What follows belongs to an exercise in optimizing a design on an open flow for small area, a short achievable clock period and few clock cycles per item; a production flow would make more cautious choices. At most, simulation tests tie the RTL to the original design; equivalence was not proved. Only the layout flow was run in run 1; the RTL was not checked for function there. Power and IR drop assume default switching activity.

## flow/design.v (module list and top-level ports; edited modules follow where they fit)
// module argb_pixel_blend_unit: 860 lines
module argb_pixel_blend_unit (
  input  logic        clk_i,
  input  logic        rst_ni,
  input  logic        start_i,
  output logic        busy_o,
  input  logic [31:0] src_pixel_i,
  input  logic [31:0] dst_pixel_i,
  output logic        done_o,
  output logic [31:0] out_pixel_o,
  input  logic        cfg_valid_i,
  output logic        cfg_ready_o,
  input  logic [1:0]  cfg_index_i,
  input  logic [31:0] cfg_data_i
);
  // ...
==> flow/flow/run.sh <==
#!/bin/bash
# The standard layout (the standard.sh, standard synthesis unchanged) with
# smaller port buffers and a clock tree without dummy loads.
set -euo pipefail
export BUFFER_PORTS_ARGS="-buffer_cell sky130_fd_sc_hd__buf_2"
export CTS_ARGS="-sink_clustering_enable -repair_clock_nets -dont_use_dummy_load"
bash standard.sh > standard.log 2>&1
==> flow/standard.sh <==
#!/bin/bash
# synth_recipe.tcl (not shown) runs the flow's synth.tcl, then flattens the netlist and writes it again
# the make line also repeats each setting of config.mk as NAME=value (left out here)
make -C /OpenROAD-flow-scripts/flow DESIGN_CONFIG=/design/flow/config.mk WORK_HOME=/design/flow/orfs CLKGATE_MAP_FILE= SYNTH_SCRIPT=/design/flow/synth_recipe.tcl "${@:-finish}"
==> flow/config.mk <==
export PLATFORM = sky130hd
export DESIGN_NAME = argb_pixel_blend_unit
export DESIGN_NICKNAME = argb_pixel_blend_unit
export VERILOG_FILES = /design/flow/design.v
export SDC_FILE = /design/flow/constraint.sdc
export NUM_CORES = 4
export LEC_CHECK = 0
export CAP_MARGIN = 20
export CORE_MARGIN = 2
export CORE_UTILIZATION = 40
export SETUP_SLACK_MARGIN = 3.3
export SLEW_MARGIN = 20
==> flow/constraint.sdc <==
create_clock -name core_clock -period 5.5 [get_ports {clk_i}]
set_input_delay 1.1000 -clock core_clock [delete_from_list [all_inputs] [get_ports {clk_i}]]
set_output_delay 1.1000 -clock core_clock [all_outputs]
set_load 0.01 [all_outputs]
==> flow_summary.yaml, run 1 <==
outcome:
  outcome: "complete, no violations"
critical_path:
  end_kind: "register"
  crit_slowest_cell: "fa_1"
  reg2reg_from: "dir1_q$_DFF_P_"
  path_max_fanout: 24
layout:
  fillers: 3811
  seq_area_um2: 7470
  n_clock_buffer: 39
  num_antenna_cells: 0
  num-nonclk-inverters: 90
  fin_cells: 2215
synthesis:
  async_flop_share: 0.0483
  synth-edff-count: 32
  synth.area.mux_share: 0.00997
  synth_top_family_by_area: "adder cells"
  avgSynthCellArea_um2: 10.3
floorplanning:
  rows: 74
  die_w_um: 207
  initial_core_util: 0.406
sta:
  fin_crit_ns: 2.22
  max_slew_margin: 0.495
  fin_tns_setup_ns: 0
  fin_worst_skew_ns: 0.0557
detailed_routing:
  drtIter0Drc: 630
  routed_wl_um: 36500
  drc_errors: 0
placed_design:
  place_inst: 2174
  gp_congestion: 0.836
grt:
  grt_pass1_wl_um: 59200
clocking:
  cts-buffers-inserted: 39
  clock_sinks: 352
power_and_ir_drop:
  p_per_area_nw_per_um2: 573
==> module argb_pixel_blend_unit, before the edit <==
module argb_pixel_blend_unit (
  input  logic        clk_i,
  input  logic        rst_ni,
  input  logic        start_i,
  output logic        busy_o,
  input  logic [31:0] src_pixel_i,
  input  logic [31:0] dst_pixel_i,
  output logic        done_o,
  output logic [31:0] out_pixel_o,
  input  logic        cfg_valid_i,
  output logic        cfg_ready_o,
  input  logic [1:0]  cfg_index_i,
  input  logic [31:0] cfg_data_i
);
  logic [2:0]  mode_q;
  logic [7:0]  ca_q;
  logic        sel_q;
  logic [31:0] fill_q;
  assign cfg_ready_o = 1'b1;
  assign busy_o      = 1'b0;
  logic fill_set_q;
  always_ff @(posedge clk_i or negedge rst_ni) begin
    if (!rst_ni) begin
      mode_q     <= 3'd0;
      ca_q       <= 8'hFF;
      sel_q      <= 1'b0;
      fill_set_q <= 1'b0;
    end else if (cfg_valid_i) begin
      case (cfg_index_i)
        2'd0: mode_q     <= cfg_data_i[2:0];
        2'd1: ca_q       <= cfg_data_i[7:0];
        2'd2: sel_q      <= cfg_data_i[0];
        2'd3: fill_set_q <= 1'b1;
        default: ;
      endcase
    end
  end
  always_ff @(posedge clk_i) begin
    if (cfg_valid_i && cfg_index_i == 2'd3) fill_q <= cfg_data_i;
  end
  logic [31:0] s_pix;
  assign s_pix = ({32{sel_q && fill_set_q}} & fill_q) | ({32{!sel_q}} & src_pixel_i);
  logic        m_inv_src, m_inv_dst, m_blend, m_add, m_sub;
  logic [7:0]  alpha;
  logic [23:0] p_d, q_d;
  logic [7:0]  top_d;
  assign m_inv_src = (mode_q == 3'd1);
  assign m_inv_dst = (mode_q == 3'd2);
  assign m_blend   = (mode_q == 3'd3) || (mode_q == 3'd4) || (mode_q == 3'd7);
  assign m_add     = (mode_q == 3'd5);
  assign m_sub     = (mode_q == 3'd6);
  always_comb begin
    case (mode_q)
      3'd3:    alpha = s_pix[31:24];
      3'd4:    alpha = dst_pixel_i[31:24];
      default: alpha = ca_q;
    endcase
  end
  assign p_d   = m_inv_dst ? ~dst_pixel_i[23:0] :
                 (m_inv_src || m_sub) ? ~s_pix[23:0] : s_pix[23:0];
  assign q_d   = dst_pixel_i[23:0];
  assign top_d = m_inv_dst ? ~dst_pixel_i[31:24] :
                 m_inv_src ? ~s_pix[31:24] :
                 (mode_q == 3'd0) ? s_pix[31:24] : 8'd0;
  logic        v1_q;
  logic [23:0] p_q, q_q;
  logic [7:0]  top1_q, ra_q;
  logic        dir1_q, dirb1_q, add1_q, sub1_q;
  always_ff @(posedge clk_i or negedge rst_ni) begin
    if (!rst_ni) v1_q <= 1'b0;
    else         v1_q <= start_i;
  end
  logic [7:0] rb;
  always_ff @(posedge clk_i) begin
    p_q     <= p_d;
    q_q     <= q_d;
    top1_q  <= top_d;
    ra_q    <= m_blend ? alpha : 8'd0;
    dir1_q  <= !m_blend;
    dirb1_q <= m_add || m_sub;
    add1_q  <= m_add;
    sub1_q  <= m_sub;
  end
  assign rb = ~ra_q & {8{!dir1_q}};
  logic [7:0] pp0 [8];
  logic [7:0] da0, db0;
  always_comb begin
    for (int i = 0; i < 8; i++)
      pp0[i] = ({8{ra_q[i]}} & p_q[7:0]) | ({8{rb[i]}} & q_q[7:0]);
  end
  assign da0 = p_q[7:0] & {8{dir1_q}};
  assign db0 = q_q[7:0] & {8{dirb1_q}};
  logic [7:0] pp1 [8];
  logic [7:0] da1, db1;
  always_comb begin
    for (int i = 0; i < 8; i++)
      pp1[i] = ({8{ra_q[i]}} & p_q[15:8]) | ({8{rb[i]}} & q_q[15:8]);
  end
  assign da1 = p_q[15:8] & {8{dir1_q}};
  assign db1 = q_q[15:8] & {8{dirb1_q}};
  logic [7:0] pp2 [8];
  logic [7:0] da2, db2;
  always_comb begin
    for (int i = 0; i < 8; i++)
      pp2[i] = ({8{ra_q[i]}} & p_q[23:16]) | ({8{rb[i]}} & q_q[23:16]);
  end
  assign da2 = p_q[23:16] & {8{dir1_q}};
  assign db2 = q_q[23:16] & {8{dirb1_q}};
  logic t0_1;
  logic t0_2;
  assign t0_1 = pp0[0][2] ^ pp0[1][1] ^ pp0[2][0];
  assign t0_2 = (pp0[0][2] & pp0[1][1]) | (pp0[0][2] & pp0[2][0]) | (pp0[1][1] & pp0[2][0]);
  logic t0_3;
  logic t0_4;
  assign t0_3 = pp0[0][3] ^ pp0[1][2] ^ pp0[2][1];
  assign t0_4 = (pp0[0][3] & pp0[1][2]) | (pp0[0][3] & pp0[2][1]) | (pp0[1][2] & pp0[2][1]);
  logic t0_5;
  logic t0_6;
  assign t0_5 = pp0[0][4] ^ pp0[1][3] ^ pp0[2][2];
  assign t0_6 = (pp0[0][4] & pp0[1][3]) | (pp0[0][4] & pp0[2][2]) | (pp0[1][3] & pp0[2][2]);
  logic t0_7;
  logic t0_8;
  assign t0_7 = pp0[0][5] ^ pp0[1][4] ^ pp0[2][3];
  assign t0_8 = (pp0[0][5] & pp0[1][4]) | (pp0[0][5] & pp0[2][3]) | (pp0[1][4] & pp0[2][3]);
  logic t0_9;
  logic t0_10;
  assign t0_9 = pp0[3][2] ^ pp0[4][1] ^ pp0[5][0];
  assign t0_10 = (pp0[3][2] & pp0[4][1]) | (pp0[3][2] & pp0[5][0]) | (pp0[4][1] & pp0[5][0]);
  logic t0_11;
  logic t0_12;
  assign t0_11 = pp0[0][6] ^ pp0[1][5] ^ pp0[2][4];
  assign t0_12 = (pp0[0][6] & pp0[1][5]) | (pp0[0][6] & pp0[2][4]) | (pp0[1][5] & pp0[2][4]);
  logic t0_13;
  logic t0_14;
  assign t0_13 = pp0[3][3] ^ pp0[4][2] ^ pp0[5][1];
  assign t0_14 = (pp0[3][3] & pp0[4][2]) | (pp0[3][3] & pp0[5][1]) | (pp0[4][2] & pp0[5][1]);
  logic t0_15;
  logic t0_16;
  assign t0_15 = pp0[0][7] ^ pp0[1][6] ^ pp0[2][5];
  assign t0_16 = (pp0[0][7] & pp0[1][6]) | (pp0[0][7] & pp0[2][5]) | (pp0[1][6] & pp0[2][5]);
  logic t0_17;
  logic t0_18;
  assign t0_17 = pp0[3][4] ^ pp0[4][3] ^ pp0[5][2];
  assign t0_18 = (pp0[3][4] & pp0[4][3]) | (pp0[3][4] & pp0[5][2]) | (pp0[4][3] & pp0[5][2]);
  logic t0_19;
  logic t0_20;
  assign t0_19 = pp0[1][7] ^ pp0[2][6] ^ pp0[3][5];
  assign t0_20 = (pp0[1][7] & pp0[2][6]) | (pp0[1][7] & pp0[3][5]) | (pp0[2][6] & pp0[3][5]);
  logic t0_21;
  logic t0_22;
  assign t0_21 = pp0[4][4] ^ pp0[5][3] ^ pp0[6][2];
  assign t0_22 = (pp0[4][4] & pp0[5][3]) | (pp0[4][4] & pp0[6][2]) | (pp0[5][3] & pp0[6][2]);
  logic t0_23;
  logic t0_24;
  assign t0_23 = pp0[7][1] ^ da0[0] ^ db0[0];
  assign t0_24 = (pp0[7][1] & da0[0]) | (pp0[7][1] & db0[0]) | (da0[0] & db0[0]);
  logic t0_25;
  logic t0_26;
  assign t0_25 = pp0[2][7] ^ pp0[3][6] ^ pp0[4][5];
  assign t0_26 = (pp0[2][7] & pp0[3][6]) | (pp0[2][7] & pp0[4][5]) | (pp0[3][6] & pp0[4][5]);
  logic t0_27;
  logic t0_28;
  assign t0_27 = pp0[5][4] ^ pp0[6][3] ^ pp0[7][2];
  assign t0_28 = (pp0[5][4] & pp0[6][3]) | (pp0[5][4] & pp0[7][2]) | (pp0[6][3] & pp0[7][2]);
  logic t0_29;
  logic t0_30;
  assign t0_29 = da0[1] ^ db0[1];
  assign t0_30 = da0[1] & db0[1];
  logic t0_31;
  logic t0_32;
  assign t0_31 = pp0[3][7] ^ pp0[4][6] ^ pp0[5][5];
  assign t0_32 = (pp0[3][7] & pp0[4][6]) | (pp0[3][7] & pp0[5][5]) | (pp0[4][6] & pp0[5][5]);
  logic t0_33;
  logic t0_34;
  assign t0_33 = pp0[6][4] ^ pp0[7][3] ^ da0[2];
  assign t0_34 = (pp0[6][4] & pp0[7][3]) | (pp0[6][4] & da0[2]) | (pp0[7][3] & da0[2]);
  logic t0_35;
  logic t0_36;
  assign t0_35 = pp0[4][7] ^ pp0[5][6] ^ pp0[6][5];
  assign t0_36 = (pp0[4][7] & pp0[5][6]) | (pp0[4][7] & pp0[6][5]) | (pp0[5][6] & pp0[6][5]);
  logic t0_37;
  logic t0_38;
  assign t0_37 = pp0[7][4] ^ da0[3] ^ db0[3];
  assign t0_38 = (pp0[7][4] & da0[3]) | (pp0[7][4] & db0[3]) | (da0[3] & db0[3]);
  logic t0_39;
  logic t0_40;
  assign t0_39 = pp0[5][7] ^ pp0[6][6] ^ pp0[7][5];
  assign t0_40 = (pp0[5][7] & pp0[6][6]) | (pp0[5][7] & pp0[7][5]) | (pp0[6][6] & pp0[7][5]);
  logic t0_41;
  logic t0_42;
  assign t0_41 = pp0[6][7] ^ pp0[7][6] ^ da0[5];
  assign t0_42 = (pp0[6][7] & pp0[7][6]) | (pp0[6][7] & da0[5]) | (pp0[7][6] & da0[5]);
  logic t0_43;
  logic t0_44;
  assign t0_43 = pp0[7][7] ^ da0[6] ^ db0[6];
  assign t0_44 = (pp0[7][7] & da0[6]) | (pp0[7][7] & db0[6]) | (da0[6] & db0[6]);
  logic t1_1;
  logic t1_2;
  assign t1_1 = pp1[0][2] ^ pp1[1][1] ^ pp1[2][0];
  assign t1_2 = (pp1[0][2] & pp1[1][1]) | (pp1[0][2] & pp1[2][0]) | (pp1[1][1] & pp1[2][0]);
  logic t1_3;
  logic t1_4;
  assign t1_3 = pp1[0][3] ^ pp1[1][2] ^ pp1[2][1];
  assign t1_4 = (pp1[0][3] & pp1[1][2]) | (pp1[0][3] & pp1[2][1]) | (pp1[1][2] & pp1[2][1]);
  logic t1_5;
  logic t1_6;
  assign t1_5 = pp1[0][4] ^ pp1[1][3] ^ pp1[2][2];
  assign t1_6 = (pp1[0][4] & pp1[1][3]) | (pp1[0][4] & pp1[2][2]) | (pp1[1][3] & pp1[2][2]);
  logic t1_7;
  logic t1_8;
  assign t1_7 = pp1[0][5] ^ pp1[1][4] ^ pp1[2][3];
  assign t1_8 = (pp1[0][5] & pp1[1][4]) | (pp1[0][5] & pp1[2][3]) | (pp1[1][4] & pp1[2][3]);
  logic t1_9;
  logic t1_10;
  assign t1_9 = pp1[3][2] ^ pp1[4][1] ^ pp1[5][0];
  assign t1_10 = (pp1[3][2] & pp1[4][1]) | (pp1[3][2] & pp1[5][0]) | (pp1[4][1] & pp1[5][0]);
  logic t1_11;
  logic t1_12;
  assign t1_11 = pp1[0][6] ^ pp1[1][5] ^ pp1[2][4];
  assign t1_12 = (pp1[0][6] & pp1[1][5]) | (pp1[0][6] & pp1[2][4]) | (pp1[1][5] & pp1[2][4]);
  logic t1_13;
  logic t1_14;
  assign t1_13 = pp1[3][3] ^ pp1[4][2] ^ pp1[5][1];
  assign t1_14 = (pp1[3][3] & pp1[4][2]) | (pp1[3][3] & pp1[5][1]) | (pp1[4][2] & pp1[5][1]);
  logic t1_15;
  logic t1_16;
  assign t1_15 = pp1[0][7] ^ pp1[1][6] ^ pp1[2][5];
  assign t1_16 = (pp1[0][7] & pp1[1][6]) | (pp1[0][7] & pp1[2][5]) | (pp1[1][6] & pp1[2][5]);
  logic t1_17;
  logic t1_18;
  assign t1_17 = pp1[3][4] ^ pp1[4][3] ^ pp1[5][2];
  assign t1_18 = (pp1[3][4] & pp1[4][3]) | (pp1[3][4] & pp1[5][2]) | (pp1[4][3] & pp1[5][2]);
  logic t1_19;
  logic t1_20;
  assign t1_19 = pp1[1][7] ^ pp1[2][6] ^ pp1[3][5];
  assign t1_20 = (pp1[1][7] & pp1[2][6]) | (pp1[1][7] & pp1[3][5]) | (pp1[2][6] & pp1[3][5]);
  logic t1_21;
  logic t1_22;
  assign t1_21 = pp1[4][4] ^ pp1[5][3] ^ pp1[6][2];
  assign t1_22 = (pp1[4][4] & pp1[5][3]) | (pp1[4][4] & pp1[6][2]) | (pp1[5][3] & pp1[6][2]);
  logic t1_23;
  logic t1_24;
  assign t1_23 = pp1[7][1] ^ da1[0] ^ db1[0];
  assign t1_24 = (pp1[7][1] & da1[0]) | (pp1[7][1] & db1[0]) | (da1[0] & db1[0]);
  logic t1_25;
  logic t1_26;
  assign t1_25 = pp1[2][7] ^ pp1[3][6] ^ pp1[4][5];
  assign t1_26 = (pp1[2][7] & pp1[3][6]) | (pp1[2][7] & pp1[4][5]) | (pp1[3][6] & pp1[4][5]);
  logic t1_27;
  logic t1_28;
  assign t1_27 = pp1[5][4] ^ pp1[6][3] ^ pp1[7][2];
  assign t1_28 = (pp1[5][4] & pp1[6][3]) | (pp1[5][4] & pp1[7][2]) | (pp1[6][3] & pp1[7][2]);
  logic t1_29;
  logic t1_30;
  assign t1_29 = da1[1] ^ db1[1];
  assign t1_30 = da1[1] & db1[1];
  logic t1_31;
  logic t1_32;
  assign t1_31 = pp1[3][7] ^ pp1[4][6] ^ pp1[5][5];
  assign t1_32 = (pp1[3][7] & pp1[4][6]) | (pp1[3][7] & pp1[5][5]) | (pp1[4][6] & pp1[5][5]);
  logic t1_33;
  logic t1_34;
  assign t1_33 = pp1[6][4] ^ pp1[7][3] ^ da1[2];
  assign t1_34 = (pp1[6][4] & pp1[7][3]) | (pp1[6][4] & da1[2]) | (pp1[7][3] & da1[2]);
  logic t1_35;
  logic t1_36;
  assign t1_35 = pp1[4][7] ^ pp1[5][6] ^ pp1[6][5];
  assign t1_36 = (pp1[4][7] & pp1[5][6]) | (pp1[4][7] & pp1[6][5]) | (pp1[5][6] & pp1[6][5]);
  logic t1_37;
  logic t1_38;
  assign t1_37 = pp1[7][4] ^ da1[3] ^ db1[3];
  assign t1_38 = (pp1[7][4] & da1[3]) | (pp1[7][4] & db1[3]) | (da1[3] & db1[3]);
  logic t1_39;
  logic t1_40;
  assign t1_39 = pp1[5][7] ^ pp1[6][6] ^ pp1[7][5];
  assign t1_40 = (pp1[5][7] & pp1[6][6]) | (pp1[5][7] & pp1[7][5]) | (pp1[6][6] & pp1[7][5]);
  logic t1_41;
  logic t1_42;
  assign t1_41 = pp1[6][7] ^ pp1[7][6] ^ da1[5];
  assign t1_42 = (pp1[6][7] & pp1[7][6]) | (pp1[6][7] & da1[5]) | (pp1[7][6] & da1[5]);
  logic t1_43;
  logic t1_44;
  assign t1_43 = pp1[7][7] ^ da1[6] ^ db1[6];
  assign t1_44 = (pp1[7][7] & da1[6]) | (pp1[7][7] & db1[6]) | (da1[6] & db1[6]);
  logic t2_1;
  logic t2_2;
  assign t2_1 = pp2[0][2] ^ pp2[1][1] ^ pp2[2][0];
  assign t2_2 = (pp2[0][2] & pp2[1][1]) | (pp2[0][2] & pp2[2][0]) | (pp2[1][1] & pp2[2][0]);
  logic t2_3;
  logic t2_4;
  assign t2_3 = pp2[0][3] ^ pp2[1][2] ^ pp2[2][1];
  assign t2_4 = (pp2[0][3] & pp2[1][2]) | (pp2[0][3] & pp2[2][1]) | (pp2[1][2] & pp2[2][1]);
  logic t2_5;
  logic t2_6;
  assign t2_5 = pp2[0][4] ^ pp2[1][3] ^ pp2[2][2];
  assign t2_6 = (pp2[0][4] & pp2[1][3]) | (pp2[0][4] & pp2[2][2]) | (pp2[1][3] & pp2[2][2]);
  logic t2_7;
  logic t2_8;
  assign t2_7 = pp2[0][5] ^ pp2[1][4] ^ pp2[2][3];
  assign t2_8 = (pp2[0][5] & pp2[1][4]) | (pp2[0][5] & pp2[2][3]) | (pp2[1][4] & pp2[2][3]);
  logic t2_9;
  logic t2_10;
  assign t2_9 = pp2[3][2] ^ pp2[4][1] ^ pp2[5][0];
  assign t2_10 = (pp2[3][2] & pp2[4][1]) | (pp2[3][2] & pp2[5][0]) | (pp2[4][1] & pp2[5][0]);
  logic t2_11;
  logic t2_12;
  assign t2_11 = pp2[0][6] ^ pp2[1][5] ^ pp2[2][4];
  assign t2_12 = (pp2[0][6] & pp2[1][5]) | (pp2[0][6] & pp2[2][4]) | (pp2[1][5] & pp2[2][4]);
  logic t2_13;
  logic t2_14;
  assign t2_13 = pp2[3][3] ^ pp2[4][2] ^ pp2[5][1];
  assign t2_14 = (pp2[3][3] & pp2[4][2]) | (pp2[3][3] & pp2[5][1]) | (pp2[4][2] & pp2[5][1]);
  logic t2_15;
  logic t2_16;
  assign t2_15 = pp2[0][7] ^ pp2[1][6] ^ pp2[2][5];
  assign t2_16 = (pp2[0][7] & pp2[1][6]) | (pp2[0][7] & pp2[2][5]) | (pp2[1][6] & pp2[2][5]);
  logic t2_17;
  logic t2_18;
  assign t2_17 = pp2[3][4] ^ pp2[4][3] ^ pp2[5][2];
  assign t2_18 = (pp2[3][4] & pp2[4][3]) | (pp2[3][4] & pp2[5][2]) | (pp2[4][3] & pp2[5][2]);
  logic t2_19;
  logic t2_20;
  assign t2_19 = pp2[1][7] ^ pp2[2][6] ^ pp2[3][5];
  assign t2_20 = (pp2[1][7] & pp2[2][6]) | (pp2[1][7] & pp2[3][5]) | (pp2[2][6] & pp2[3][5]);
  logic t2_21;
  logic t2_22;
  assign t2_21 = pp2[4][4] ^ pp2[5][3] ^ pp2[6][2];
  assign t2_22 = (pp2[4][4] & pp2[5][3]) | (pp2[4][4] & pp2[6][2]) | (pp2[5][3] & pp2[6][2]);
  logic t2_23;
  logic t2_24;
  assign t2_23 = pp2[7][1] ^ da2[0] ^ db2[0];
  assign t2_24 = (pp2[7][1] & da2[0]) | (pp2[7][1] & db2[0]) | (da2[0] & db2[0]);
  logic t2_25;
  logic t2_26;
  assign t2_25 = pp2[2][7] ^ pp2[3][6] ^ pp2[4][5];
  assign t2_26 = (pp2[2][7] & pp2[3][6]) | (pp2[2][7] & pp2[4][5]) | (pp2[3][6] & pp2[4][5]);
  logic t2_27;
  logic t2_28;
  assign t2_27 = pp2[5][4] ^ pp2[6][3] ^ pp2[7][2];
  assign t2_28 = (pp2[5][4] & pp2[6][3]) | (pp2[5][4] & pp2[7][2]) | (pp2[6][3] & pp2[7][2]);
  logic t2_29;
  logic t2_30;
  assign t2_29 = da2[1] ^ db2[1];
  assign t2_30 = da2[1] & db2[1];
  logic t2_31;
  logic t2_32;
  assign t2_31 = pp2[3][7] ^ pp2[4][6] ^ pp2[5][5];
  assign t2_32 = (pp2[3][7] & pp2[4][6]) | (pp2[3][7] & pp2[5][5]) | (pp2[4][6] & pp2[5][5]);
  logic t2_33;
  logic t2_34;
  assign t2_33 = pp2[6][4] ^ pp2[7][3] ^ da2[2];
  assign t2_34 = (pp2[6][4] & pp2[7][3]) | (pp2[6][4] & da2[2]) | (pp2[7][3] & da2[2]);
  logic t2_35;
  logic t2_36;
  assign t2_35 = pp2[4][7] ^ pp2[5][6] ^ pp2[6][5];
  assign t2_36 = (pp2[4][7] & pp2[5][6]) | (pp2[4][7] & pp2[6][5]) | (pp2[5][6] & pp2[6][5]);
  logic t2_37;
  logic t2_38;
  assign t2_37 = pp2[7][4] ^ da2[3] ^ db2[3];
  assign t2_38 = (pp2[7][4] & da2[3]) | (pp2[7][4] & db2[3]) | (da2[3] & db2[3]);
  logic t2_39;
  logic t2_40;
  assign t2_39 = pp2[5][7] ^ pp2[6][6] ^ pp2[7][5];
  assign t2_40 = (pp2[5][7] & pp2[6][6]) | (pp2[5][7] & pp2[7][5]) | (pp2[6][6] & pp2[7][5]);
  logic t2_41;
  logic t2_42;
  assign t2_41 = pp2[6][7] ^ pp2[7][6] ^ da2[5];
  assign t2_42 = (pp2[6][7] & pp2[7][6]) | (pp2[6][7] & da2[5]) | (pp2[7][6] & da2[5]);
  logic t2_43;
  logic t2_44;
  assign t2_43 = pp2[7][7] ^ da2[6] ^ db2[6];
  assign t2_44 = (pp2[7][7] & da2[6]) | (pp2[7][7] & db2[6]) | (da2[6] & db2[6]);
  logic t0_45;
  logic t0_46;
  assign t0_45 = t0_2 ^ t0_3 ^ pp0[3][0];
  assign t0_46 = (t0_2 & t0_3) | (t0_2 & pp0[3][0]) | (t0_3 & pp0[3][0]);
  logic t0_47;
  logic t0_48;
  assign t0_47 = t0_4 ^ t0_5 ^ pp0[3][1];
  assign t0_48 = (t0_4 & t0_5) | (t0_4 & pp0[3][1]) | (t0_5 & pp0[3][1]);
  logic t0_49;
  logic t0_50;
  assign t0_49 = t0_6 ^ t0_7 ^ t0_9;
  assign t0_50 = (t0_6 & t0_7) | (t0_6 & t0_9) | (t0_7 & t0_9);
  logic t0_51;
  logic t0_52;
  assign t0_51 = t0_8 ^ t0_10 ^ t0_11;
  assign t0_52 = (t0_8 & t0_10) | (t0_8 & t0_11) | (t0_10 & t0_11);
  logic t0_53;
  logic t0_54;
  assign t0_53 = t0_12 ^ t0_14 ^ t0_15;
  assign t0_54 = (t0_12 & t0_14) | (t0_12 & t0_15) | (t0_14 & t0_15);
  logic t0_55;
  logic t0_56;
  assign t0_55 = t0_17 ^ pp0[6][1] ^ pp0[7][0];
  assign t0_56 = (t0_17 & pp0[6][1]) | (t0_17 & pp0[7][0]) | (pp0[6][1] & pp0[7][0]);
  logic t0_57;
  logic t0_58;
  assign t0_57 = t0_16 ^ t0_18 ^ t0_19;
  assign t0_58 = (t0_16 & t0_18) | (t0_16 & t0_19) | (t0_18 & t0_19);
  logic t0_59;
  logic t0_60;
  assign t0_59 = t0_21 ^ t0_23;
  assign t0_60 = t0_21 & t0_23;
  logic t0_61;
  logic t0_62;
  assign t0_61 = t0_20 ^ t0_22 ^ t0_24;
  assign t0_62 = (t0_20 & t0_22) | (t0_20 & t0_24) | (t0_22 & t0_24);
  logic t0_63;
  logic t0_64;
  assign t0_63 = t0_25 ^ t0_27 ^ t0_29;
  assign t0_64 = (t0_25 & t0_27) | (t0_25 & t0_29) | (t0_27 & t0_29);
  logic t0_65;
  logic t0_66;
  assign t0_65 = t0_26 ^ t0_28 ^ t0_30;
  assign t0_66 = (t0_26 & t0_28) | (t0_26 & t0_30) | (t0_28 & t0_30);
  logic t0_67;
  logic t0_68;
  assign t0_67 = t0_31 ^ t0_33 ^ db0[2];
  assign t0_68 = (t0_31 & t0_33) | (t0_31 & db0[2]) | (t0_33 & db0[2]);
  logic t0_69;
  logic t0_70;
  assign t0_69 = t0_32 ^ t0_34 ^ t0_35;
  assign t0_70 = (t0_32 & t0_34) | (t0_32 & t0_35) | (t0_34 & t0_35);
  logic t0_71;
  logic t0_72;
  assign t0_71 = t0_36 ^ t0_38 ^ t0_39;
  assign t0_72 = (t0_36 & t0_38) | (t0_36 & t0_39) | (t0_38 & t0_39);
  logic t0_73;
  logic t0_74;
  assign t0_73 = t0_40 ^ t0_41 ^ db0[5];
  assign t0_74 = (t0_40 & t0_41) | (t0_40 & db0[5]) | (t0_41 & db0[5]);
  logic t0_75;
  logic t0_76;
  assign t0_75 = t0_44 ^ da0[7] ^ db0[7];
  assign t0_76 = (t0_44 & da0[7]) | (t0_44 & db0[7]) | (da0[7] & db0[7]);
  logic t1_45;
  logic t1_46;
  assign t1_45 = t1_2 ^ t1_3 ^ pp1[3][0];
  assign t1_46 = (t1_2 & t1_3) | (t1_2 & pp1[3][0]) | (t1_3 & pp1[3][0]);
  logic t1_47;
  logic t1_48;
  assign t1_47 = t1_4 ^ t1_5 ^ pp1[3][1];
  assign t1_48 = (t1_4 & t1_5) | (t1_4 & pp1[3][1]) | (t1_5 & pp1[3][1]);
  logic t1_49;
  logic t1_50;
  assign t1_49 = t1_6 ^ t1_7 ^ t1_9;
  assign t1_50 = (t1_6 & t1_7) | (t1_6 & t1_9) | (t1_7 & t1_9);
  logic t1_51;
  logic t1_52;
  assign t1_51 = t1_8 ^ t1_10 ^ t1_11;
  assign t1_52 = (t1_8 & t1_10) | (t1_8 & t1_11) | (t1_10 & t1_11);
  logic t1_53;
  logic t1_54;
  assign t1_53 = t1_12 ^ t1_14 ^ t1_15;
  assign t1_54 = (t1_12 & t1_14) | (t1_12 & t1_15) | (t1_14 & t1_15);
  logic t1_55;
  logic t1_56;
  assign t1_55 = t1_17 ^ pp1[6][1] ^ pp1[7][0];
  assign t1_56 = (t1_17 & pp1[6][1]) | (t1_17 & pp1[7][0]) | (pp1[6][1] & pp1[7][0]);
  logic t1_57;
  logic t1_58;
  assign t1_57 = t1_16 ^ t1_18 ^ t1_19;
  assign t1_58 = (t1_16 & t1_18) | (t1_16 & t1_19) | (t1_18 & t1_19);
  logic t1_59;
  logic t1_60;
  assign t1_59 = t1_21 ^ t1_23;
  assign t1_60 = t1_21 & t1_23;
  logic t1_61;
  logic t1_62;
  assign t1_61 = t1_20 ^ t1_22 ^ t1_24;
  assign t1_62 = (t1_20 & t1_22) | (t1_20 & t1_24) | (t1_22 & t1_24);
  logic t1_63;
  logic t1_64;
  assign t1_63 = t1_25 ^ t1_27 ^ t1_29;
  assign t1_64 = (t1_25 & t1_27) | (t1_25 & t1_29) | (t1_27 & t1_29);
  logic t1_65;
  logic t1_66;
  assign t1_65 = t1_26 ^ t1_28 ^ t1_30;
  assign t1_66 = (t1_26 & t1_28) | (t1_26 & t1_30) | (t1_28 & t1_30);
  logic t1_67;
  logic t1_68;
  assign t1_67 = t1_31 ^ t1_33 ^ db1[2];
  assign t1_68 = (t1_31 & t1_33) | (t1_31 & db1[2]) | (t1_33 & db1[2]);
  logic t1_69;
  logic t1_70;
  assign t1_69 = t1_32 ^ t1_34 ^ t1_35;
  assign t1_70 = (t1_32 & t1_34) | (t1_32 & t1_35) | (t1_34 & t1_35);
  logic t1_71;
  logic t1_72;
  assign t1_71 = t1_36 ^ t1_38 ^ t1_39;
  assign t1_72 = (t1_36 & t1_38) | (t1_36 & t1_39) | (t1_38 & t1_39);
  logic t1_73;
  logic t1_74;
  assign t1_73 = t1_40 ^ t1_41 ^ db1[5];
  assign t1_74 = (t1_40 & t1_41) | (t1_40 & db1[5]) | (t1_41 & db1[5]);
  logic t1_75;
  logic t1_76;
  assign t1_75 = t1_44 ^ da1[7] ^ db1[7];
  assign t1_76 = (t1_44 & da1[7]) | (t1_44 & db1[7]) | (da1[7] & db1[7]);
  logic t2_45;
  logic t2_46;
  assign t2_45 = t2_2 ^ t2_3 ^ pp2[3][0];
  assign t2_46 = (t2_2 & t2_3) | (t2_2 & pp2[3][0]) | (t2_3 & pp2[3][0]);
  logic t2_47;
  logic t2_48;
  assign t2_47 = t2_4 ^ t2_5 ^ pp2[3][1];
  assign t2_48 = (t2_4 & t2_5) | (t2_4 & pp2[3][1]) | (t2_5 & pp2[3][1]);
  logic t2_49;
  logic t2_50;
  assign t2_49 = t2_6 ^ t2_7 ^ t2_9;
  assign t2_50 = (t2_6 & t2_7) | (t2_6 & t2_9) | (t2_7 & t2_9);
  logic t2_51;
  logic t2_52;
  assign t2_51 = t2_8 ^ t2_10 ^ t2_11;
  assign t2_52 = (t2_8 & t2_10) | (t2_8 & t2_11) | (t2_10 & t2_11);
  logic t2_53;
  logic t2_54;
  assign t2_53 = t2_12 ^ t2_14 ^ t2_15;
  assign t2_54 = (t2_12 & t2_14) | (t2_12 & t2_15) | (t2_14 & t2_15);
  logic t2_55;
  logic t2_56;
  assign t2_55 = t2_17 ^ pp2[6][1] ^ pp2[7][0];
  assign t2_56 = (t2_17 & pp2[6][1]) | (t2_17 & pp2[7][0]) | (pp2[6][1] & pp2[7][0]);
  logic t2_57;
  logic t2_58;
  assign t2_57 = t2_16 ^ t2_18 ^ t2_19;
  assign t2_58 = (t2_16 & t2_18) | (t2_16 & t2_19) | (t2_18 & t2_19);
  logic t2_59;
  logic t2_60;
  assign t2_59 = t2_21 ^ t2_23;
  assign t2_60 = t2_21 & t2_23;
  logic t2_61;
  logic t2_62;
  assign t2_61 = t2_20 ^ t2_22 ^ t2_24;
  assign t2_62 = (t2_20 & t2_22) | (t2_20 & t2_24) | (t2_22 & t2_24);
  logic t2_63;
  logic t2_64;
  assign t2_63 = t2_25 ^ t2_27 ^ t2_29;
  assign t2_64 = (t2_25 & t2_27) | (t2_25 & t2_29) | (t2_27 & t2_29);
  logic t2_65;
  logic t2_66;
  assign t2_65 = t2_26 ^ t2_28 ^ t2_30;
  assign t2_66 = (t2_26 & t2_28) | (t2_26 & t2_30) | (t2_28 & t2_30);
  logic t2_67;
  logic t2_68;
  assign t2_67 = t2_31 ^ t2_33 ^ db2[2];
  assign t2_68 = (t2_31 & t2_33) | (t2_31 & db2[2]) | (t2_33 & db2[2]);
  logic t2_69;
  logic t2_70;
  assign t2_69 = t2_32 ^ t2_34 ^ t2_35;
  assign t2_70 = (t2_32 & t2_34) | (t2_32 & t2_35) | (t2_34 & t2_35);
  logic t2_71;
  logic t2_72;
  assign t2_71 = t2_36 ^ t2_38 ^ t2_39;
  assign t2_72 = (t2_36 & t2_38) | (t2_36 & t2_39) | (t2_38 & t2_39);
  logic t2_73;
  logic t2_74;
  assign t2_73 = t2_40 ^ t2_41 ^ db2[5];
  assign t2_74 = (t2_40 & t2_41) | (t2_40 & db2[5]) | (t2_41 & db2[5]);
  logic t2_75;
  logic t2_76;
  assign t2_75 = t2_44 ^ da2[7] ^ db2[7];
  assign t2_76 = (t2_44 & da2[7]) | (t2_44 & db2[7]) | (da2[7] & db2[7]);
  logic v2_q, add2_q, sub2_q;
  logic [7:0] top2_q;
  always_ff @(posedge clk_i or negedge rst_ni) begin
    if (!rst_ni) v2_q <= 1'b0;
    else         v2_q <= v1_q;
  end
  logic [43:0] r2_0_q;
  logic [43:0] r2_1_q;
  logic [43:0] r2_2_q;
  always_ff @(posedge clk_i) begin
    add2_q <= add1_q;
    sub2_q <= sub1_q;
    top2_q <= top1_q;
    r2_0_q <= {t0_76, t0_75, t0_43, t0_42, t0_74, t0_73, t0_72, db0[4], da0[4], t0_71, t0_70, t0_37, t0_69, t0_68, t0_66, t0_67, t0_65, t0_64, t0_62, t0_63, t0_61, t0_60, t0_58, t0_59, t0_57, t0_56, t0_54, t0_55, t0_53, t0_52, pp0[6][0], t0_13, t0_51, t0_50, t0_49, t0_48, pp0[4][0], t0_47, t0_46, t0_45, t0_1, pp0[1][0], pp0[0][1], pp0[0][0]};
    r2_1_q <= {t1_76, t1_75, t1_43, t1_42, t1_74, t1_73, t1_72, db1[4], da1[4], t1_71, t1_70, t1_37, t1_69, t1_68, t1_66, t1_67, t1_65, t1_64, t1_62, t1_63, t1_61, t1_60, t1_58, t1_59, t1_57, t1_56, t1_54, t1_55, t1_53, t1_52, pp1[6][0], t1_13, t1_51, t1_50, t1_49, t1_48, pp1[4][0], t1_47, t1_46, t1_45, t1_1, pp1[1][0], pp1[0][1], pp1[0][0]};
    r2_2_q <= {t2_76, t2_75, t2_43, t2_42, t2_74, t2_73, t2_72, db2[4], da2[4], t2_71, t2_70, t2_37, t2_69, t2_68, t2_66, t2_67, t2_65, t2_64, t2_62, t2_63, t2_61, t2_60, t2_58, t2_59, t2_57, t2_56, t2_54, t2_55, t2_53, t2_52, pp2[6][0], t2_13, t2_51, t2_50, t2_49, t2_48, pp2[4][0], t2_47, t2_46, t2_45, t2_1, pp2[1][0], pp2[0][1], pp2[0][0]};
  end
  logic t2_0_1;
  logic t2_0_2;
  assign t2_0_1 = r2_0_q[10] ^ r2_0_q[11];
  assign t2_0_2 = r2_0_q[10] & r2_0_q[11];
  logic t2_0_3;
  logic t2_0_4;
  assign t2_0_3 = r2_0_q[14] ^ r2_0_q[15];
  assign t2_0_4 = r2_0_q[14] & r2_0_q[15];
  logic t2_0_5;
  logic t2_0_6;
  assign t2_0_5 = r2_0_q[17] ^ r2_0_q[18] ^ r2_0_q[19];
  assign t2_0_6 = (r2_0_q[17] & r2_0_q[18]) | (r2_0_q[17] & r2_0_q[19]) | (r2_0_q[18] & r2_0_q[19]);
  logic t2_0_7;
  logic t2_0_8;
  assign t2_0_7 = r2_0_q[21] ^ r2_0_q[22] ^ r2_0_q[23];
  assign t2_0_8 = (r2_0_q[21] & r2_0_q[22]) | (r2_0_q[21] & r2_0_q[23]) | (r2_0_q[22] & r2_0_q[23]);
  logic t2_0_9;
  logic t2_0_10;
  assign t2_0_9 = r2_0_q[25] ^ r2_0_q[26] ^ r2_0_q[27];
  assign t2_0_10 = (r2_0_q[25] & r2_0_q[26]) | (r2_0_q[25] & r2_0_q[27]) | (r2_0_q[26] & r2_0_q[27]);
  logic t2_0_11;
  logic t2_0_12;
  assign t2_0_11 = r2_0_q[29] ^ r2_0_q[30] ^ r2_0_q[31];
  assign t2_0_12 = (r2_0_q[29] & r2_0_q[30]) | (r2_0_q[29] & r2_0_q[31]) | (r2_0_q[30] & r2_0_q[31]);
  logic t2_0_13;
  logic t2_0_14;
  assign t2_0_13 = r2_0_q[33] ^ r2_0_q[34] ^ r2_0_q[35];
  assign t2_0_14 = (r2_0_q[33] & r2_0_q[34]) | (r2_0_q[33] & r2_0_q[35]) | (r2_0_q[34] & r2_0_q[35]);
  logic t2_1_1;
  logic t2_1_2;
  assign t2_1_1 = r2_1_q[10] ^ r2_1_q[11];
  assign t2_1_2 = r2_1_q[10] & r2_1_q[11];
  logic t2_1_3;
  logic t2_1_4;
  assign t2_1_3 = r2_1_q[14] ^ r2_1_q[15];
  assign t2_1_4 = r2_1_q[14] & r2_1_q[15];
  logic t2_1_5;
  logic t2_1_6;
  assign t2_1_5 = r2_1_q[17] ^ r2_1_q[18] ^ r2_1_q[19];
  assign t2_1_6 = (r2_1_q[17] & r2_1_q[18]) | (r2_1_q[17] & r2_1_q[19]) | (r2_1_q[18] & r2_1_q[19]);
  logic t2_1_7;
  logic t2_1_8;
  assign t2_1_7 = r2_1_q[21] ^ r2_1_q[22] ^ r2_1_q[23];
  assign t2_1_8 = (r2_1_q[21] & r2_1_q[22]) | (r2_1_q[21] & r2_1_q[23]) | (r2_1_q[22] & r2_1_q[23]);
  logic t2_1_9;
  logic t2_1_10;
  assign t2_1_9 = r2_1_q[25] ^ r2_1_q[26] ^ r2_1_q[27];
  assign t2_1_10 = (r2_1_q[25] & r2_1_q[26]) | (r2_1_q[25] & r2_1_q[27]) | (r2_1_q[26] & r2_1_q[27]);
  logic t2_1_11;
  logic t2_1_12;
  assign t2_1_11 = r2_1_q[29] ^ r2_1_q[30] ^ r2_1_q[31];
  assign t2_1_12 = (r2_1_q[29] & r2_1_q[30]) | (r2_1_q[29] & r2_1_q[31]) | (r2_1_q[30] & r2_1_q[31]);
  logic t2_1_13;
  logic t2_1_14;
  assign t2_1_13 = r2_1_q[33] ^ r2_1_q[34] ^ r2_1_q[35];
  assign t2_1_14 = (r2_1_q[33] & r2_1_q[34]) | (r2_1_q[33] & r2_1_q[35]) | (r2_1_q[34] & r2_1_q[35]);
  logic t2_2_1;
  logic t2_2_2;
  assign t2_2_1 = r2_2_q[10] ^ r2_2_q[11];
  assign t2_2_2 = r2_2_q[10] & r2_2_q[11];
  logic t2_2_3;
  logic t2_2_4;
  assign t2_2_3 = r2_2_q[14] ^ r2_2_q[15];
  assign t2_2_4 = r2_2_q[14] & r2_2_q[15];
  logic t2_2_5;
  logic t2_2_6;
  assign t2_2_5 = r2_2_q[17] ^ r2_2_q[18] ^ r2_2_q[19];
  assign t2_2_6 = (r2_2_q[17] & r2_2_q[18]) | (r2_2_q[17] & r2_2_q[19]) | (r2_2_q[18] & r2_2_q[19]);
  logic t2_2_7;
  logic t2_2_8;
  assign t2_2_7 = r2_2_q[21] ^ r2_2_q[22] ^ r2_2_q[23];
  assign t2_2_8 = (r2_2_q[21] & r2_2_q[22]) | (r2_2_q[21] & r2_2_q[23]) | (r2_2_q[22] & r2_2_q[23]);
  logic t2_2_9;
  logic t2_2_10;
  assign t2_2_9 = r2_2_q[25] ^ r2_2_q[26] ^ r2_2_q[27];
  assign t2_2_10 = (r2_2_q[25] & r2_2_q[26]) | (r2_2_q[25] & r2_2_q[27]) | (r2_2_q[26] & r2_2_q[27]);
  logic t2_2_11;
  logic t2_2_12;
  assign t2_2_11 = r2_2_q[29] ^ r2_2_q[30] ^ r2_2_q[31];
  assign t2_2_12 = (r2_2_q[29] & r2_2_q[30]) | (r2_2_q[29] & r2_2_q[31]) | (r2_2_q[30] & r2_2_q[31]);
  logic t2_2_13;
  logic t2_2_14;
  assign t2_2_13 = r2_2_q[33] ^ r2_2_q[34] ^ r2_2_q[35];
  assign t2_2_14 = (r2_2_q[33] & r2_2_q[34]) | (r2_2_q[33] & r2_2_q[35]) | (r2_2_q[34] & r2_2_q[35]);
  logic t2_0_15;
  logic t2_0_16;
  assign t2_0_15 = r2_0_q[5] ^ r2_0_q[6];
  assign t2_0_16 = r2_0_q[5] & r2_0_q[6];
  logic t2_0_17;
  logic t2_0_18;
  assign t2_0_17 = r2_0_q[8] ^ r2_0_q[9];
  assign t2_0_18 = r2_0_q[8] & r2_0_q[9];
  logic t2_0_19;
  logic t2_0_20;
  assign t2_0_19 = t2_0_1 ^ r2_0_q[12] ^ r2_0_q[13];
  assign t2_0_20 = (t2_0_1 & r2_0_q[12]) | (t2_0_1 & r2_0_q[13]) | (r2_0_q[12] & r2_0_q[13]);
  logic t2_0_21;
  logic t2_0_22;
  assign t2_0_21 = t2_0_2 ^ t2_0_3 ^ r2_0_q[16];
  assign t2_0_22 = (t2_0_2 & t2_0_3) | (t2_0_2 & r2_0_q[16]) | (t2_0_3 & r2_0_q[16]);
  logic t2_0_23;
  logic t2_0_24;
  assign t2_0_23 = t2_0_4 ^ t2_0_5 ^ r2_0_q[20];
  assign t2_0_24 = (t2_0_4 & t2_0_5) | (t2_0_4 & r2_0_q[20]) | (t2_0_5 & r2_0_q[20]);
  logic t2_0_25;
  logic t2_0_26;
  assign t2_0_25 = t2_0_6 ^ t2_0_7 ^ r2_0_q[24];
  assign t2_0_26 = (t2_0_6 & t2_0_7) | (t2_0_6 & r2_0_q[24]) | (t2_0_7 & r2_0_q[24]);
  logic t2_0_27;
  logic t2_0_28;
  assign t2_0_27 = t2_0_8 ^ t2_0_9 ^ r2_0_q[28];
  assign t2_0_28 = (t2_0_8 & t2_0_9) | (t2_0_8 & r2_0_q[28]) | (t2_0_9 & r2_0_q[28]);
  logic t2_0_29;
  logic t2_0_30;
  assign t2_0_29 = t2_0_10 ^ t2_0_11 ^ r2_0_q[32];
  assign t2_0_30 = (t2_0_10 & t2_0_11) | (t2_0_10 & r2_0_q[32]) | (t2_0_11 & r2_0_q[32]);
  logic t2_0_31;
  logic t2_0_32;
  assign t2_0_31 = t2_0_12 ^ t2_0_13 ^ r2_0_q[36];
  assign t2_0_32 = (t2_0_12 & t2_0_13) | (t2_0_12 & r2_0_q[36]) | (t2_0_13 & r2_0_q[36]);
  logic t2_0_33;
  logic t2_0_34;
  assign t2_0_33 = t2_0_14 ^ r2_0_q[37] ^ r2_0_q[38];
  assign t2_0_34 = (t2_0_14 & r2_0_q[37]) | (t2_0_14 & r2_0_q[38]) | (r2_0_q[37] & r2_0_q[38]);
  logic t2_0_35;
  logic t2_0_36;
  assign t2_0_35 = r2_0_q[39] ^ r2_0_q[40] ^ r2_0_q[41];
  assign t2_0_36 = (r2_0_q[39] & r2_0_q[40]) | (r2_0_q[39] & r2_0_q[41]) | (r2_0_q[40] & r2_0_q[41]);
  logic t2_1_15;
  logic t2_1_16;
  assign t2_1_15 = r2_1_q[5] ^ r2_1_q[6];
  assign t2_1_16 = r2_1_q[5] & r2_1_q[6];
  logic t2_1_17;
  logic t2_1_18;
  assign t2_1_17 = r2_1_q[8] ^ r2_1_q[9];
  assign t2_1_18 = r2_1_q[8] & r2_1_q[9];
  logic t2_1_19;
  logic t2_1_20;
  assign t2_1_19 = t2_1_1 ^ r2_1_q[12] ^ r2_1_q[13];
  assign t2_1_20 = (t2_1_1 & r2_1_q[12]) | (t2_1_1 & r2_1_q[13]) | (r2_1_q[12] & r2_1_q[13]);
  logic t2_1_21;
  logic t2_1_22;
  assign t2_1_21 = t2_1_2 ^ t2_1_3 ^ r2_1_q[16];
  assign t2_1_22 = (t2_1_2 & t2_1_3) | (t2_1_2 & r2_1_q[16]) | (t2_1_3 & r2_1_q[16]);
  logic t2_1_23;
  logic t2_1_24;
  assign t2_1_23 = t2_1_4 ^ t2_1_5 ^ r2_1_q[20];
  assign t2_1_24 = (t2_1_4 & t2_1_5) | (t2_1_4 & r2_1_q[20]) | (t2_1_5 & r2_1_q[20]);
  logic t2_1_25;
  logic t2_1_26;
  assign t2_1_25 = t2_1_6 ^ t2_1_7 ^ r2_1_q[24];
  assign t2_1_26 = (t2_1_6 & t2_1_7) | (t2_1_6 & r2_1_q[24]) | (t2_1_7 & r2_1_q[24]);
  logic t2_1_27;
  logic t2_1_28;
  assign t2_1_27 = t2_1_8 ^ t2_1_9 ^ r2_1_q[28];
  assign t2_1_28 = (t2_1_8 & t2_1_9) | (t2_1_8 & r2_1_q[28]) | (t2_1_9 & r2_1_q[28]);
  logic t2_1_29;
  logic t2_1_30;
  assign t2_1_29 = t2_1_10 ^ t2_1_11 ^ r2_1_q[32];
  assign t2_1_30 = (t2_1_10 & t2_1_11) | (t2_1_10 & r2_1_q[32]) | (t2_1_11 & r2_1_q[32]);
  logic t2_1_31;
  logic t2_1_32;
  assign t2_1_31 = t2_1_12 ^ t2_1_13 ^ r2_1_q[36];
  assign t2_1_32 = (t2_1_12 & t2_1_13) | (t2_1_12 & r2_1_q[36]) | (t2_1_13 & r2_1_q[36]);
  logic t2_1_33;
  logic t2_1_34;
  assign t2_1_33 = t2_1_14 ^ r2_1_q[37] ^ r2_1_q[38];
  assign t2_1_34 = (t2_1_14 & r2_1_q[37]) | (t2_1_14 & r2_1_q[38]) | (r2_1_q[37] & r2_1_q[38]);
  logic t2_1_35;
  logic t2_1_36;
  assign t2_1_35 = r2_1_q[39] ^ r2_1_q[40] ^ r2_1_q[41];
  assign t2_1_36 = (r2_1_q[39] & r2_1_q[40]) | (r2_1_q[39] & r2_1_q[41]) | (r2_1_q[40] & r2_1_q[41]);
  logic t2_2_15;
  logic t2_2_16;
  assign t2_2_15 = r2_2_q[5] ^ r2_2_q[6];
  assign t2_2_16 = r2_2_q[5] & r2_2_q[6];
  logic t2_2_17;
  logic t2_2_18;
  assign t2_2_17 = r2_2_q[8] ^ r2_2_q[9];
  assign t2_2_18 = r2_2_q[8] & r2_2_q[9];
  logic t2_2_19;
  logic t2_2_20;
  assign t2_2_19 = t2_2_1 ^ r2_2_q[12] ^ r2_2_q[13];
  assign t2_2_20 = (t2_2_1 & r2_2_q[12]) | (t2_2_1 & r2_2_q[13]) | (r2_2_q[12] & r2_2_q[13]);
  logic t2_2_21;
  logic t2_2_22;
  assign t2_2_21 = t2_2_2 ^ t2_2_3 ^ r2_2_q[16];
  assign t2_2_22 = (t2_2_2 & t2_2_3) | (t2_2_2 & r2_2_q[16]) | (t2_2_3 & r2_2_q[16]);
  logic t2_2_23;
  logic t2_2_24;
  assign t2_2_23 = t2_2_4 ^ t2_2_5 ^ r2_2_q[20];
  assign t2_2_24 = (t2_2_4 & t2_2_5) | (t2_2_4 & r2_2_q[20]) | (t2_2_5 & r2_2_q[20]);
  logic t2_2_25;
  logic t2_2_26;
  assign t2_2_25 = t2_2_6 ^ t2_2_7 ^ r2_2_q[24];
  assign t2_2_26 = (t2_2_6 & t2_2_7) | (t2_2_6 & r2_2_q[24]) | (t2_2_7 & r2_2_q[24]);
  logic t2_2_27;
  logic t2_2_28;
  assign t2_2_27 = t2_2_8 ^ t2_2_9 ^ r2_2_q[28];
  assign t2_2_28 = (t2_2_8 & t2_2_9) | (t2_2_8 & r2_2_q[28]) | (t2_2_9 & r2_2_q[28]);
  logic t2_2_29;
  logic t2_2_30;
  assign t2_2_29 = t2_2_10 ^ t2_2_11 ^ r2_2_q[32];
  assign t2_2_30 = (t2_2_10 & t2_2_11) | (t2_2_10 & r2_2_q[32]) | (t2_2_11 & r2_2_q[32]);
  logic t2_2_31;
  logic t2_2_32;
  assign t2_2_31 = t2_2_12 ^ t2_2_13 ^ r2_2_q[36];
  assign t2_2_32 = (t2_2_12 & t2_2_13) | (t2_2_12 & r2_2_q[36]) | (t2_2_13 & r2_2_q[36]);
  logic t2_2_33;
  logic t2_2_34;
  assign t2_2_33 = t2_2_14 ^ r2_2_q[37] ^ r2_2_q[38];
  assign t2_2_34 = (t2_2_14 & r2_2_q[37]) | (t2_2_14 & r2_2_q[38]) | (r2_2_q[37] & r2_2_q[38]);
  logic t2_2_35;
  logic t2_2_36;
  assign t2_2_35 = r2_2_q[39] ^ r2_2_q[40] ^ r2_2_q[41];
  assign t2_2_36 = (r2_2_q[39] & r2_2_q[40]) | (r2_2_q[39] & r2_2_q[41]) | (r2_2_q[40] & r2_2_q[41]);
  logic [8:0] lo3_0;
  assign lo3_0 = {1'b0, t2_0_20, t2_0_18, t2_0_16, t2_0_15, r2_0_q[4], r2_0_q[3], r2_0_q[1], r2_0_q[0]} + {1'b0, t2_0_21, t2_0_19, t2_0_17, r2_0_q[7], 1'b0, 1'b0, r2_0_q[2], 1'b0};
  logic [8:0] lo3_1;
  assign lo3_1 = {1'b0, t2_1_20, t2_1_18, t2_1_16, t2_1_15, r2_1_q[4], r2_1_q[3], r2_1_q[1], r2_1_q[0]} + {1'b0, t2_1_21, t2_1_19, t2_1_17, r2_1_q[7], 1'b0, 1'b0, r2_1_q[2], 1'b0};
  logic [8:0] lo3_2;
  assign lo3_2 = {1'b0, t2_2_20, t2_2_18, t2_2_16, t2_2_15, r2_2_q[4], r2_2_q[3], r2_2_q[1], r2_2_q[0]} + {1'b0, t2_2_21, t2_2_19, t2_2_17, r2_2_q[7], 1'b0, 1'b0, r2_2_q[2], 1'b0};
  logic v3_q, add3_q, sub3_q;
  logic [7:0] top3_q;
  always_ff @(posedge clk_i or negedge rst_ni) begin
    if (!rst_ni) v3_q <= 1'b0;
    else         v3_q <= v2_q;
  end
  logic [17:0] r3_0_q;
  logic [17:0] r3_1_q;
  logic [17:0] r3_2_q;
  always_ff @(posedge clk_i) begin
    add3_q <= add2_q;
    sub3_q <= sub2_q;
    top3_q <= top2_q;
    r3_0_q <= {r2_0_q[43], r2_0_q[42], t2_0_36, t2_0_35, t2_0_34, t2_0_33, t2_0_32, t2_0_31, t2_0_30, t2_0_29, t2_0_28, t2_0_27, t2_0_26, t2_0_25, t2_0_24, (lo3_0[8] | sub2_q), t2_0_23, t2_0_22};
    r3_1_q <= {r2_1_q[43], r2_1_q[42], t2_1_36, t2_1_35, t2_1_34, t2_1_33, t2_1_32, t2_1_31, t2_1_30, t2_1_29, t2_1_28, t2_1_27, t2_1_26, t2_1_25, t2_1_24, (lo3_1[8] | sub2_q), t2_1_23, t2_1_22};
    r3_2_q <= {r2_2_q[43], r2_2_q[42], t2_2_36, t2_2_35, t2_2_34, t2_2_33, t2_2_32, t2_2_31, t2_2_30, t2_2_29, t2_2_28, t2_2_27, t2_2_26, t2_2_25, t2_2_24, (lo3_2[8] | sub2_q), t2_2_23, t2_2_22};
  end
  logic [7:0] res_d [3];
  logic [16:0] fa0, fb0, fs0;
  assign fa0 = {r3_0_q[17], r3_0_q[15], r3_0_q[13], r3_0_q[11], r3_0_q[9], r3_0_q[7], r3_0_q[5], r3_0_q[3], r3_0_q[0], 1'b0, 1'b0, 1'b0, 1'b0, 1'b0, 1'b0, 1'b0, 1'b0};
  assign fb0 = {1'b0, r3_0_q[16], r3_0_q[14], r3_0_q[12], r3_0_q[10], r3_0_q[8], r3_0_q[6], r3_0_q[4], r3_0_q[1], 1'b0, 1'b0, 1'b0, 1'b0, 1'b0, 1'b0, 1'b0, 1'b0};
  assign fs0[7:0] = 8'd0;
  logic [9:0] fh0;
  assign fh0 = {fa0[16:8], r3_0_q[2]} + {fb0[16:8], r3_0_q[2]};
  assign fs0[16:8] = fh0[9:1];
  assign res_d[0] = (add3_q && fs0[16]) ? 8'hFF :
                    (sub3_q && !fs0[16]) ? 8'h00 : fs0[15:8];
  logic [16:0] fa1, fb1, fs1;
  assign fa1 = {r3_1_q[17], r3_1_q[15], r3_1_q[13], r3_1_q[11], r3_1_q[9], r3_1_q[7], r3_1_q[5], r3_1_q[3], r3_1_q[0], 1'b0, 1'b0, 1'b0, 1'b0, 1'b0, 1'b0, 1'b0, 1'b0};
  assign fb1 = {1'b0, r3_1_q[16], r3_1_q[14], r3_1_q[12], r3_1_q[10], r3_1_q[8], r3_1_q[6], r3_1_q[4], r3_1_q[1], 1'b0, 1'b0, 1'b0, 1'b0, 1'b0, 1'b0, 1'b0, 1'b0};
  assign fs1[7:0] = 8'd0;
  logic [9:0] fh1;
  assign fh1 = {fa1[16:8], r3_1_q[2]} + {fb1[16:8], r3_1_q[2]};
  assign fs1[16:8] = fh1[9:1];
  assign res_d[1] = (add3_q && fs1[16]) ? 8'hFF :
                    (sub3_q && !fs1[16]) ? 8'h00 : fs1[15:8];
  logic [16:0] fa2, fb2, fs2;
  assign fa2 = {r3_2_q[17], r3_2_q[15], r3_2_q[13], r3_2_q[11], r3_2_q[9], r3_2_q[7], r3_2_q[5], r3_2_q[3], r3_2_q[0], 1'b0, 1'b0, 1'b0, 1'b0, 1'b0, 1'b0, 1'b0, 1'b0};
  assign fb2 = {1'b0, r3_2_q[16], r3_2_q[14], r3_2_q[12], r3_2_q[10], r3_2_q[8], r3_2_q[6], r3_2_q[4], r3_2_q[1], 1'b0, 1'b0, 1'b0, 1'b0, 1'b0, 1'b0, 1'b0, 1'b0};
  assign fs2[7:0] = 8'd0;
  logic [9:0] fh2;
  assign fh2 = {fa2[16:8], r3_2_q[2]} + {fb2[16:8], r3_2_q[2]};
  assign fs2[16:8] = fh2[9:1];
  assign res_d[2] = (add3_q && fs2[16]) ? 8'hFF :
                    (sub3_q && !fs2[16]) ? 8'h00 : fs2[15:8];
  logic        vo_q;
  logic [31:0] out_q;
  always_ff @(posedge clk_i or negedge rst_ni) begin
    if (!rst_ni) vo_q <= 1'b0;
    else         vo_q <= v3_q;
  end
  always_ff @(posedge clk_i) begin
    out_q <= {top3_q, res_d[2], res_d[1], res_d[0]};
  end
  assign done_o      = vo_q;
  assign out_pixel_o = out_q;
endmodule
==> run 2: changes to the inputs <==
--- a/flow/design.v
+++ b/flow/design.v
@@ -71,5 +71,5 @@
     else         v1_q <= start_i;
   end
-  logic [7:0] rb;
+  logic [7:0] rb_q, rb;
   always_ff @(posedge clk_i) begin
     p_q     <= p_d;
@@ -77,4 +77,5 @@
     top1_q  <= top_d;
     ra_q    <= m_blend ? alpha : 8'd0;
+    rb_q    <= m_blend ? ~alpha : 8'd0;
     dir1_q  <= !m_blend;
     dirb1_q <= m_add || m_sub;
@@ -82,5 +83,5 @@
     sub1_q  <= m_sub;
   end
-  assign rb = ~ra_q & {8{!dir1_q}};
+  assign rb = rb_q;
   logic [7:0] pp0 [8];
   logic [7:0] da0, db0;
==> run 2 against run 1 <==
- non-clock buffer count down 1
- via count down 1.7%
- worst hold slack about the same
- first-iteration DRC count up 20%
- synthesized area up 0.75%
- synthesized cell count down 11%
- final area up 0.54%
- largest cell class unchanged
- highest routed layer is now met4
==> flow_summary.yaml, run 2 <==
min_path:
  min_from: "top1_q[3]$_DFF_P_"
  holdCritPathClass: "reg -> reg"
  whs_path_depth: 0
  holdPathEnd: "top2_q[3]$_DFF_P_"
layout:
  multiInputGateArea_um2: 8470
  area_growth_pct: 13.3
  drive_above_1_share: 0.179
  layout_commonest_cell: "dfxtp_1"
  fillers: 3759
  nNetsFinal: 1802
  post-route-cell-area_um2: 18900
  top_regs: "r2_0_q: 43 flops, r2_1_q: 43 flops, r2_2_q: 43 flops"
  seq_area_um2: 7660
  final_cell_mix: "292 x dfxtp_1, 152 x fa_1, 151 x a22o_1"
clocking:
  htree_levels: 2
  cts-buffers-inserted: 40
  cts_root_buf: "clkbuf_16"
  cts.clk_slew.worst_paths_ns: 0.06
  clock_sinks: 360
  insertion_delay_ns: 0.54
  cts_buffer_depth: 3
  cts_tree: "built"
outcome:
  outcome: "complete, no violations"
critical_path:
  reg2reg_to: "out_q[13]$_SDFF_PP1_"
  timing.reg2reg.setup_slack_ns: 3.31
  end_kind: "register"
  reg2reg_from: "r3_1_q[1]$_DFF_P_"
  path_class: "reg -> reg"
  worst_setup_path_start_kind: "register"
  worstPathArrival_ns: 2.58
  path_max_fanout: 8
  worst_ep_required_time_ns: 5.88
  reg2regPathDepth: 8
floorplanning:
  dieArea_um2: 43400
  die_w_um: 208
  coreArea_um2: 41000
  ios: 137
  rows: 74
  dieHeight_um: 208
  initial_core_util: 0.407
grt:
  antenna_found_initial: 4
  grt_pass1_vias: 11400
  grt_use_total: 0.181
  grt_use_met1: 0.245
  grt_pass1_wl_um: 62700
  grt_max_degree: 66
  use_met3: 0.0460
  grt_util_met2: 0.283
  grt_overflow: 0
  busiest_layer: "met2"
synthesis:
  synth_seq_cells: 360
  netlist_instances: 1419
  synth_fa_ha_area_frac: 0.224
  synthFlopType: "dfxtp_1"
  synth_top_family_by_area: "adder cells"
  ys_seq_area_frac: 0.457
  yosysWarnings: 5
  avgSynthCellArea_um2: 11.8
  synthXorXnorAreaFrac: 0.0290
  synth_most_common_cell: "dfxtp_1"
  syn_nets: 1728
  synth.area.mux_share: 0.00930
  synth_compound_area_frac: 0.166
  yosysUniqueCellTypes: 62
  async_flop_share: 0.0472
  synth-edff-count: 32
  synth_top_cells_by_count: "311 x dfxtp_1, 153 x fa_1, 151 x a22o_1, 92 x clkbuf_1, 89 x inv_1"
  synthSimpleGateAreaFrac: 0.0680
  synth_top_area_share: 0.373
  synth_top_area_cell: "dfxtp_1"
  synth_area_leaders: "dfxtp_1 37%, fa_1 18%, a22o_1 7.9%"
  synthesis.area_um2: 16700
sta:
  max_freq_mhz: 456
  worst_slew_pin_slew_ns: 1.05
  final-hold-violation-count: 0
  fin_ws_ns: 3.31
  rsz0062_at_grt: "true"
  max_slew_margin: 0.300
  setup_violations: 0
  fin_worst_skew_ns: 0.0338
  fin_tns_setup_ns: 0
  holdWs_ns: 0.321
  fin_crit_sh: 0.399
  fin_crit_ns: 2.19
  slew_viol_final: 0
detailed_routing:
  drc_errors: 0
  firstDrtPassIters: 5
  ant_nets: 0
  wire_per_inst_um: 19.1
  drtIter0Drc: 754
  viasPerCell: 5.32
  routed_wl_um: 38700
  vias: 10800
run:
  maxCapViolCount: 0
placed_design:
  pre_cts_ws_ns: 3.00
  portBuffers: 134
  dpl-instance-area_um2: 17600
  gp_congestion: 0.905
  dp_hpwl_um: 28200
power_and_ir_drop:
  swShare: 0.363
  internal_power_mw: 6.78
  p_seq_frac: 0.420
  p_per_area_nw_per_um2: 563
  combPwrFrac: 0.373
  clkPwrFrac: 0.208
  p_leak_nw: 8.24
  net-switching-power_mw: 3.87
  peakVddDrop_mv: 0.227
[run 2: timing repair]
action / CTS / global route
setup buffers: 2 / 4
pin swaps: 5 / 15
hold buffers: 0 / 0
endpoints found under the setup margin: 87 / 63
resized for setup: 23 / 32
[run 2: area by class of cell]
| cell class | count | share of cell area |
|---|---|---|
| inverters | 89 | 0.0177 |
| clock buffers | 40 | 0.0530 |
| multi-input cells | 856 | 0.448 |
| flip-flops and latches | 360 | 0.405 |
| repair buffers | 146 | 0.0405 |
| diodes | 5 | 0.000662 |
| well taps | 532 | 0.0352 |
[run 2: stage by stage]
stage | cells | util | total power [mW]
after CTS | 2019 | 0.456 | 10.6
after global routing | 2024 | 0.461 | 11.6
after detailed placement | 1977 | 0.430 | 8.33
final | 2028 | 0.461 | 10.6
after global placement | 1977 | 0.430 | 8.14
after floorplan | 1419 | - | 7.08
[run 2: worst max path at each step]
| stage | from | to | slack (ns) | depth (start not counted) |
|---|---|---|---|---|
| CTS | r3_1_q[1]$_DFF_P_ | out_q[11]$_SDFF_PP1_ | 3.29 | 8 |
| finish | r3_1_q[1]$_DFF_P_ | out_q[13]$_SDFF_PP1_ | 3.31 | 8 |
| global placement | rb_q[5]$_SDFF_PP0_ | r2_2_q[9]$_DFF_P_ | 3.03 | 4 |
| floorplan | r3_1_q[0]$_DFF_P_ | out_q[10]$_SDFF_PP1_ | 3.40 | 7 |
| global route | r3_1_q[1]$_DFF_P_ | out_q[13]$_SDFF_PP1_ | 3.22 | 8 |
| detailed placement | rb_q[5]$_SDFF_PP0_ | r2_2_q[9]$_DFF_P_ | 3.00 | 4 |
[run 2: cell families after synthesis]
group | count (synthesis)
AOI/OAI and AO/OA | 368
DFF | 360
and+or+nand+nor | 212
adders and majority gates | 207
buffers and inverters | 203
xor gates and xnor gates | 53
muxes | 14
other | 2
[run 2: layer usage]
| layer | vias up | wire length (µm) |
|---|---|---|
| met5 | - | 0 |
| met4 | 0 | 991 |
| met3 | 78 | 2910 |
| met2 | 415 | 17400 |
| met1 | 5291 | 17400 |
| li1 | 5010 | - |
[run 2: worst max-delay path: stages (launching register included)]
cell      delay [ns]
dfxtp_2         0.33
ha_4            0.23
a211o_1         0.29
a21oi_2         0.18
nand2_2         0.10
a221oi_4        0.35
buf_6           0.18
xor2_4          0.29
o22ai_1         0.12
[run 2: power by group through the flow]
stage / Sequential, mW / Combinational [mW] / Clock [mW]
CTS: 4.43 / 3.90 / 2.28
finish: 4.47 / 3.97 / 2.21
global route: 4.58 / 4.61 / 2.37
global placement: 4.46 / 3.68 / 0
detailed placement: 4.47 / 3.85 / 0
floorplan: 3.96 / 3.12 / 0
Testbench counts of run 2, summed over its fixed seeds: cycles 16,967, items 16,026.

-- separate check: timing with driven ports --
In the flow no input, the clock included, has a driving cell. The finished layouts below were timed again as built, in two steps.
Step 1 sets driving cells, clkbuf_16 on the clock port and buf_2 on the other inputs (assumed; they add their load-dependent delay and slew).
Step 2 also shifts input and output timing later by t, the mid clock arrival at the registers, as if the neighbouring blocks saw the same clock.
a / b / c = ideal / step 1 / step 2; a / b = the first two.
| run | t, ns | setup slack, ns | slew at the worst register clock pin (ns) | pins driven straight from the clock port |
|---|---|---|---|---|
| run 1 | 0.563 | 3.280 / 3.280 / 3.194 | 0.06 / 0.06 | 1 |
| run 2 | 0.572 | 3.307 / 3.307 / 3.211 | 0.06 / 0.06 | 1 |
After both steps every run listed still meets setup and hold. The setup slack of run 2, which loses most, moves by 0.000 ns with the drivers and by -0.096 ns with both steps.
